This design comes from an exercise in tuning for small area, a short achievable clock period and few clock cycles on the open sky130 flow, not from production work. In this exercise RTL edits were held to simulation tests only and were not proved equivalent to the original. Power figures rest on the tool's default switching activity, not on a simulated workload.

exp/nickel:
## sorted_word_table_binary_search_top
module sorted_word_table_binary_search_top #(
  parameter int TABLE_DEPTH = swt_pkg::TABLE_DEPTH_DEF,
  parameter int WORD_CHARS  = swt_pkg::WORD_CHARS_DEF
) (
  input  logic                              clk,
  input  logic                              rst_n,
  input  logic                              in_tvalid,
  output logic                              in_tready,
  input  logic                              in_tuser,    
  input  logic [swt_pkg::IN_TDATA_W-1:0]    in_tdata,    
  output logic                              out_tvalid,
  input  logic                              out_tready,
  output logic [swt_pkg::OUT_TDATA_W-1:0]   out_tdata,   
  input  logic                              cfg_valid,
  output logic                              cfg_ready,
  input  logic [swt_pkg::COUNT_W-1:0]       cfg_data
);
Size: roughly 94 I/O pins, ~61,000 µm² of cells after synthesis.
clock: 5.0 ns
lec_check: 0
cap_margin: 20
core_margin: 2
core_utilization: 40
cts_cluster_diameter: 60
cts_cluster_size: 20
setup_slack_margin: 2.9
slew_margin: 20
tns_end_percent: 100
run.sh (not shown) runs the stock make flow with config.mk's settings and CLKGATE_MAP_FILE= SYNTH_SCRIPT=/design/flow/synth_recipe.tcl, a recipe that flattens the netlist after the stock synthesis.
Testbench counts of exp/nickel, summed over its fixed seeds: cycles 2,080.
Relative to exp/nickel, the following input files were edited for exp/yarrow:
Settings: CTS_CLUSTER_DIAMETER: 60 -> 100; CTS_CLUSTER_SIZE: 20 -> 25; SETUP_SLACK_MARGIN: 2.9 -> 3.0.
==> notes.md <==
- exp/yarrow against exp/nickel: worst relative slew slack rose by 2.7 points; wire length of the first global-routing pass now larger; design area barely changed; length of the first detailed-routing pass in iterations went down by 2; routed via count divided by cell count moved up.
- Between exp/nickel and exp/yarrow, the difference in sequential share of cell area is negligible.
- Re share of synthesized cell area in full adder, half adder and majority cells: no difference whatsoever between exp/nickel and exp/yarrow.
- Critical path depth, exp/nickel and exp/yarrow: larger value in exp/yarrow
[inputs] exp/tundra vs exp/yarrow
Settings: a change of SETUP_SLACK_MARGIN from 3.0 to 2.9.
Summary of exp/tundra over exp/yarrow: fraction of power consumed by combinational cells lost 1.0 points; number of gates on the worst path with buffers counted lost 8; buffering overhead lost 1.6 points.
Global router's overall resource usage came out lower on exp/tundra than on exp/yarrow.
Input changes introduced in exp/zinc (baseline for comparison: exp/tundra):
Settings: SETUP_SLACK_MARGIN now 2.85, was 2.9.
- The lower final layout net count of exp/tundra and exp/zinc is in exp/zinc.
- A critical path launch point of qv_r[0] is what exp/tundra shows, while q_w[35] belongs to exp/zinc.
- Comparing the two runs side by side, exp/zinc comes out behind exp/tundra on detailed placer's ending HPWL.
- As far as count of multi-input combinational gates is concerned, exp/zinc and exp/tundra perform about the same.
- Of exp/zinc and exp/tundra, it is exp/zinc that has the lower final area.
- exp/tundra → exp/zinc: sequential share of layout area moved up, global-route usage level, fmax moved down, cell count moved down.
Here is what was changed in the inputs of exp/pepper compared with exp/zinc.
Settings: SETUP_SLACK_MARGIN changed from 2.85 to 2.9; CORE_UTILIZATION changed from 40 to 55; PLACE_DENSITY newly set to 0.7.
Findings:
- Delta (exp/pepper minus exp/zinc): combinational fraction of design power has increased; final-layout worst hold slack increased by 67 ps relative to the old numbers; final period utilization has decreased; wire length of the first global-routing pass down 5.7 mm.
- exp/pepper was carried through to the last stage, and its layout satisfied the timing, DRC and antenna checks.

* * *

The RTL this note starts from:
==> flow/design.v <==
package swt_pkg;
  localparam int TABLE_DEPTH_DEF = 16;
  localparam int WORD_CHARS_DEF  = 8;
  localparam int CHAR_W      = 8;
  localparam int WORD_W      = 64;
  localparam int INDEX_W     = 4;
  localparam int COUNT_W     = 5;
  localparam int IN_TDATA_W  = 72;    
  localparam int OUT_TDATA_W = 8;     
  localparam logic [COUNT_W-1:0] ENTRY_COUNT_RST = 5'd10;
  localparam logic CMD_LOAD   = 1'b0;
  localparam logic CMD_SEARCH = 1'b1;
  localparam int QDEPTH = 5;
endpackage
module swt_table #(
  parameter int DEPTH = 16,
  parameter int WIDTH = 64,
  localparam int AW   = $clog2(DEPTH),
  localparam int HW   = WIDTH / 2
) (
  input  logic             clk,
  input  logic             wr_en,
  input  logic [AW-1:0]    wr_addr,
  input  logic [WIDTH-1:0] wr_data,    
  output logic [DEPTH-1:0] eq_hi,      
  output logic [DEPTH-1:0] lt_hi,      
  output logic [DEPTH-1:0] eq_lo,
  output logic [DEPTH-1:0] lt_lo
);
  logic [DEPTH-1:0][WIDTH-1:0] mem;
  for (genvar i = 0; i < DEPTH; i++) begin : g_ent
    always_ff @(posedge clk) begin
      if (wr_en && (wr_addr == AW'(i))) begin
        mem[i] <= wr_data;
      end
    end
    swt_digit_cmp #(.W(HW)) u_cmp_hi (
      .a  (mem[i][WIDTH-1:HW]),
      .b  (wr_data[WIDTH-1:HW]),
      .eq (eq_hi[i]),
      .lt (lt_hi[i])
    );
    swt_digit_cmp #(.W(HW)) u_cmp_lo (
      .a  (mem[i][HW-1:0]),
      .b  (wr_data[HW-1:0]),
      .eq (eq_lo[i]),
      .lt (lt_lo[i])
    );
  end
endmodule
module swt_digit_cmp #(
  parameter int W = 32
) (
  input  logic [W-1:0] a,
  input  logic [W-1:0] b,
  output logic         eq,
  output logic         lt
);
  assign eq = (a == b);
  assign lt = (a < b);
endmodule
module sorted_word_table_binary_search_top #(
  parameter int TABLE_DEPTH = swt_pkg::TABLE_DEPTH_DEF,
  parameter int WORD_CHARS  = swt_pkg::WORD_CHARS_DEF
) (
  input  logic                              clk,
  input  logic                              rst_n,
  input  logic                              in_tvalid,
  output logic                              in_tready,
  input  logic                              in_tuser,    
  input  logic [swt_pkg::IN_TDATA_W-1:0]    in_tdata,    
  output logic                              out_tvalid,
  input  logic                              out_tready,
  output logic [swt_pkg::OUT_TDATA_W-1:0]   out_tdata,   
  input  logic                              cfg_valid,
  output logic                              cfg_ready,
  input  logic [swt_pkg::COUNT_W-1:0]       cfg_data
);
  localparam int CW = swt_pkg::CHAR_W;
  localparam int NC = WORD_CHARS;
  localparam int W  = CW * NC;
  localparam int D  = TABLE_DEPTH;
  localparam int AW = $clog2(TABLE_DEPTH);
  localparam int QD = swt_pkg::QDEPTH;
  localparam int OW = 1 + AW;                  
  localparam logic [D*D*(D+1)-1:0] ANC = 4352'h0000400020000000080000000000000000800000000000000000000000000000000000000000300000000c0000000000000000c00000000000000000000000000000000000000000000004000c0001000000000000c00010000000000000000000000000000000000000300000000d0001000040000000c0001800000000000000000000000000000000000000000400000001400040001000c00018000200000000000000000000000000000000000000000d0000000350001800c00018000300000000000000000000000000000000000000000c0001400000005c00c20018000300004000000000000000000000000000000000000c0001000340000000d300188003000060000000000000000000000000000000000000000100004000580000001ec0032000600008000000000000000000000000000000000000000000001800c200000033b000600c0c000000000000000000000000000000000000000000000000c2001880000006640c0c018100000000000000000000000000000000000000000000c0001800333000000ccd01e180000000000000000000000000000000000000000000c000180003000664000001f9c00c2000000000000000000000000000000000000000c0001800030000600c0c0000030f3000000000000000000000000000000000000000c0001800030000600c0c01e180000078640000000000000000000000000000000000c0001800030000600c0c01e1830f300000;
  localparam logic [(D+1)*D-1:0] WIN = 272'hffff7fff3fff1fff0fff07ff03ff01ff00ff007f003f001f000f0007000300010000;
  logic [swt_pkg::COUNT_W-1:0] n_r;
  assign cfg_ready = 1'b1;
  always_ff @(posedge clk) begin
    if (!rst_n) begin
      n_r <= swt_pkg::ENTRY_COUNT_RST;
    end else if (cfg_valid) begin
      n_r <= (cfg_data > swt_pkg::COUNT_W'(D)) ? swt_pkg::COUNT_W'(D) : cfg_data;
    end
  end
  logic            rdy_r;
  logic            accept;
  logic [NC-1:0]   nz, keep;
  logic [W-1:0]    canon;
  assign in_tready = rdy_r;
  assign accept    = in_tvalid && rdy_r;
  always_comb begin
    for (int c = 0; c < NC; c++) begin
      nz[c] = |in_tdata[swt_pkg::INDEX_W + c*CW +: CW];
    end
    keep[NC-1] = nz[NC-1];
    for (int c = NC-2; c >= 0; c--) begin
      keep[c] = keep[c+1] && nz[c];
    end
    for (int c = 0; c < NC; c++) begin
      canon[c*CW +: CW] = keep[c] ? in_tdata[swt_pkg::INDEX_W + c*CW +: CW] : '0;
    end
  end
  logic            q_v, q_cmd;
  logic [AW-1:0]   q_idx;
  logic [W-1:0]    q_w;
  always_ff @(posedge clk) begin
    if (!rst_n) q_v <= 1'b0;
    else        q_v <= accept;
    q_cmd <= in_tuser;
    q_idx <= in_tdata[AW-1:0];
    q_w   <= canon;
  end
  logic [D-1:0] eq_hi, lt_hi, eq_lo, lt_lo;
  swt_table #(
    .DEPTH (D),
    .WIDTH (W)
  ) u_table (
    .clk     (clk),
    .wr_en   (q_v && (q_cmd == swt_pkg::CMD_LOAD)),
    .wr_addr (q_idx),
    .wr_data (q_w),
    .eq_hi   (eq_hi),
    .lt_hi   (lt_hi),
    .eq_lo   (eq_lo),
    .lt_lo   (lt_lo)
  );
  logic            k_v, k_cmd;
  logic [D-1:0]    k_eq_hi, k_lt_hi, k_eq_lo, k_lt_lo;
  always_ff @(posedge clk) begin
    if (!rst_n) k_v <= 1'b0;
    else        k_v <= q_v;
    k_cmd   <= q_cmd;
    k_eq_hi <= eq_hi;
    k_lt_hi <= lt_hi;
    k_eq_lo <= eq_lo;
    k_lt_lo <= lt_lo;
  end
  logic [D-1:0]        eq, lt, gt, win, hit;
  logic [D-1:0][D-1:0] ok;       
  assign eq  = k_eq_hi & k_eq_lo;
  assign lt  = k_lt_hi | (k_eq_hi & k_lt_lo);
  assign gt  = ~lt & ~eq;
  assign win = WIN[n_r*D +: D];
  for (genvar i = 0; i < D; i++) begin : g_hit
    for (genvar a = 0; a < D; a++) begin : g_anc
      localparam logic [D:0] T = ANC[(i*D + a)*(D+1) +: D+1];
      if (a == i || T == '0) begin : g_none
        assign ok[i][a] = 1'b1;
      end else if (a > i) begin : g_left
        assign ok[i][a] = !T[n_r] || gt[a];
      end else begin : g_right
        assign ok[i][a] = !T[n_r] || lt[a];
      end
    end
    assign hit[i] = (k_cmd == swt_pkg::CMD_SEARCH) && win[i] && eq[i] && (&ok[i]);
  end
  logic            h_v;
  logic [D-1:0]    h_hit;
  logic [OW-1:0]   res;
  always_ff @(posedge clk) begin
    if (!rst_n) h_v <= 1'b0;
    else        h_v <= k_v;
    h_hit <= hit;
  end
  always_comb begin
    res = '0;
    for (int i = 0; i < D; i++) begin
      if (h_hit[i]) res = res | OW'({AW'(i), 1'b1});
    end
  end
  logic [QD-1:0]           qv_r, qv_nxt;
  logic [QD-1:0][OW-1:0]   qd_r, qd_nxt;
  logic                    pop;
  logic [$clog2(QD+1)-1:0] occ_r, occ_nxt;
  assign pop = out_tready && qv_r[0];
  always_comb begin
    for (int k = 0; k < QD; k++) begin
      logic up_v, below_v, below_pop_v;
      logic [OW-1:0] up_d;
      up_v        = (k + 1 < QD) ? qv_r[(k + 1) % QD] : 1'b0;
      up_d        = qd_r[(k + 1) % QD];
      below_v     = (k == 0) || qv_r[(k + QD - 1) % QD];
      below_pop_v = (k == 0) || qv_r[k];
      if (pop) begin
        qv_nxt[k] = up_v || (h_v && below_pop_v);
        qd_nxt[k] = up_v ? up_d : res;
      end else begin
        qv_nxt[k] = qv_r[k] || (h_v && below_v);
        qd_nxt[k] = qv_r[k] ? qd_r[k] : res;
      end
    end
  end
  always_ff @(posedge clk) begin
    if (!rst_n) qv_r <= '0;
    else        qv_r <= qv_nxt;
    qd_r <= qd_nxt;
  end
  assign occ_nxt = occ_r + (accept ? 1'b1 : 1'b0) - (pop ? 1'b1 : 1'b0);
  always_ff @(posedge clk) begin
    if (!rst_n) begin
      occ_r <= '0;
      rdy_r <= 1'b1;
    end else begin
      occ_r <= occ_nxt;
      rdy_r <= (occ_nxt < QD);
    end
  end
  assign out_tvalid = qv_r[0];
  assign out_tdata  = swt_pkg::OUT_TDATA_W'(qd_r[0]);
endmodule
export LEC_CHECK = 0
export CAP_MARGIN = 20
export CORE_MARGIN = 2
export CORE_UTILIZATION = 40
export CTS_CLUSTER_DIAMETER = 100
export CTS_CLUSTER_SIZE = 25
export SETUP_SLACK_MARGIN = 2.3
export SLEW_MARGIN = 20
export TNS_END_PERCENT = 100
create_clock -name core_clock -period 5.0 [get_ports {clk}]
Testbench counts at the start, summed over its fixed seeds: cycles 2,080.
Change:
- CTS_CLUSTER_SIZE: 25 -> 30
- SETUP_SLACK_MARGIN: 2.3 -> 2.6
Effect:
- synthesized cell count is unchanged
- sequential power hardly moves
- die area is unchanged
- power grows by 0.60%
- final area grows by 3.4%
Change:
- SETUP_SLACK_MARGIN: 2.6 -> 3.0
Effect: The changed run completed without violations; non-clock buffer count climbs by 101; cell area climbs by 4.9%; critical path depth drops by 1; combinational power climbs by about 9%; sequential cell count is unchanged; die area is unchanged; global-route usage drops by 0.17 points; first-iteration DRC count drops by about 13%; fmax climbs by about 2%; utilization climbs by 2.3 points; worst hold slack got worse by 0.070 ns.
Change:
- CTS_CLUSTER_DIAMETER: 100 -> not set
- CTS_CLUSTER_SIZE: 30 -> not set
- SETUP_SLACK_MARGIN: 3.0 -> 2.6
Result:
- fmax goes down by 3.2%
- final area came out lower by 0.86%
- die area stays the same
- global-route usage rises by 0.65 points

* * *

sorted_word_table_binary_search_top, a different RTL version from the one above (not shown whole).
Size: ~5800 cells after synthesis, roughly 1300 flip-flops.
make LEC_CHECK=0 CAP_MARGIN=20 CORE_MARGIN=2 CORE_UTILIZATION=50 CTS_CLUSTER_DIAMETER=100 CTS_CLUSTER_SIZE=25 SETUP_SLACK_MARGIN=3.0 SLEW_MARGIN=20 TNS_END_PERCENT=100 finish   # period 5.0 ns
The starting point finished clean.
Testbench counts at the start, summed over its fixed seeds: cycles 2,080.
==> next run, changes <==
CORE_UTILIZATION = 40   (was 50)
SETUP_SLACK_MARGIN = 3.1   (was 3.0)
What happened: The new run completed with no timing, DRC or antenna violations. Cell area goes up by a few percent. Fmax stays flat. Combinational power goes up by a few percent. Routed wire length goes up by a few percent. Setup slack stays flat. Flip-flop and latch count stays the same.
==> next run, changes <==
SETUP_SLACK_MARGIN = 2.9   (was 3.1)
What happened: Die area stays the same. Clock skew goes up by 0.0090 ns. Worst hold slack gains 0.036 ns. Final area goes down by 2.7%.
==> next run, changes <==
SETUP_SLACK_MARGIN = 3.0   (was 2.9)
Clock power came out lower by about 0.7%.
Power is about the same.
Non-clock buffer count falls by 38.
Sequential power hardly moves.
Sequential cell count stays the same.

* * *

## main
Another version of the RTL of sorted_word_table_binary_search_top (not shown whole).
For scale: roughly 4200 cells after synthesis, about 94 I/O pins, roughly 58000 um^2 of cells after synthesis.
// sorted_word_table_binary_search_top
module sorted_word_table_binary_search_top #(
  parameter int TABLE_DEPTH = swt_pkg::TABLE_DEPTH_DEF,
  parameter int WORD_CHARS  = swt_pkg::WORD_CHARS_DEF
) (
  input  logic                              clk,
  input  logic                              rst_n,
  input  logic                              in_tvalid,
  output logic                              in_tready,
  input  logic                              in_tuser,    
  input  logic [swt_pkg::IN_TDATA_W-1:0]    in_tdata,    
  output logic                              out_tvalid,
  input  logic                              out_tready,
  output logic [swt_pkg::OUT_TDATA_W-1:0]   out_tdata,   
  input  logic                              cfg_valid,
  output logic                              cfg_ready,
  input  logic [swt_pkg::COUNT_W-1:0]       cfg_data
);
Settings: LEC_CHECK=0, CAP_MARGIN=20, CORE_MARGIN=2, CORE_UTILIZATION=40, SLEW_MARGIN=20; clock period 5.0 ns.
main: full flow OK, the timing, DRC and antenna checks passed
Testbench counts of main, summed over its fixed seeds: cycles 2,072.
#### Input delta (the feature branch over main)
Settings: ABC_CLOCK_PERIOD_IN_PS now 2200, previously not set; SETUP_SLACK_MARGIN now 2.6, previously not set; TNS_END_PERCENT now 100, previously not set.
==> comparison <==
Against main, the feature branch reports a non-clock buffer count that is higher. Compared with main, the feature branch instantiates a larger number of standard cells. For the final design area excluding fillers, the feature branch came in 8.9% higher than main did. The switching share of power of main and that of the feature branch are within noise of each other. Between the feature branch and main, it is the feature branch whose part of the power in the clock network is lower, by 0.7 points. Period utilization for the feature branch is lower than for main. Global-route wire length before repair was higher in the feature branch than in main. The internal power summed over all cells of the feature branch was inferior to that of main. Taking main as the reference, in the feature branch setup slack of the critical path after layout rose by 1200 ps, relative area of non-clock buffer cells in the final design rose by 3.5 points.

==> what the ideal ports hide <==
Ports are ideal in the flow. The routed layouts listed here were re-timed in OpenROAD. Step 1, drivers: a clkbuf_16 drives clk and a buf_2 each remaining input, both assumed. Step 2 times the ports against the registers' clock, not the clock port: input delays grow and output delays shrink by t, the midpoint of the rising clock arrivals with the driver on. a / b / c = ideal / step 1 / step 2; a / b = the first two.
run	shift t [ns]	slack for setup (ns)	worst slew at a driven data input, ns
exp/nickel	0.833	2.769 / 2.691 / 2.170	0.07
exp/yarrow	0.787	2.753 / 2.706 / 2.236	0.08
exp/tundra	0.790	2.789 / 2.709 / 2.189	0.07
exp/zinc	0.779	2.749 / 2.723 / 2.160	0.09
exp/pepper	0.796	2.822 / 2.750 / 2.137	0.07
the first run of note 2	0.770	2.333 / 2.278 / 1.729	0.06
the second run of note 2	0.774	2.566 / 2.566 / 1.871	0.14
the third run of note 2	0.782	2.612 / 2.612 / 2.255	0.06
the fourth run of note 2	0.837	2.534 / 2.534 / 1.899	0.14
the first run of note 3	0.799	2.832 / 2.749 / 2.335	0.07
the second run of note 3	0.800	2.832 / 2.749 / 2.403	0.06
the third run of note 3	0.805	2.841 / 2.754 / 2.220	0.11
the fourth run of note 3	0.814	2.841 / 2.751 / 2.304	0.07
main	0.843	0.762 / 0.762 / 0.762	0.05
the feature branch	0.833	1.958 / 1.958 / 1.749	0.07
After both steps every run listed still meets setup and hold. For the second run of note 2, which loses most, drivers alone change the setup slack by 0.000 ns; drivers and shift together by -0.695 ns.
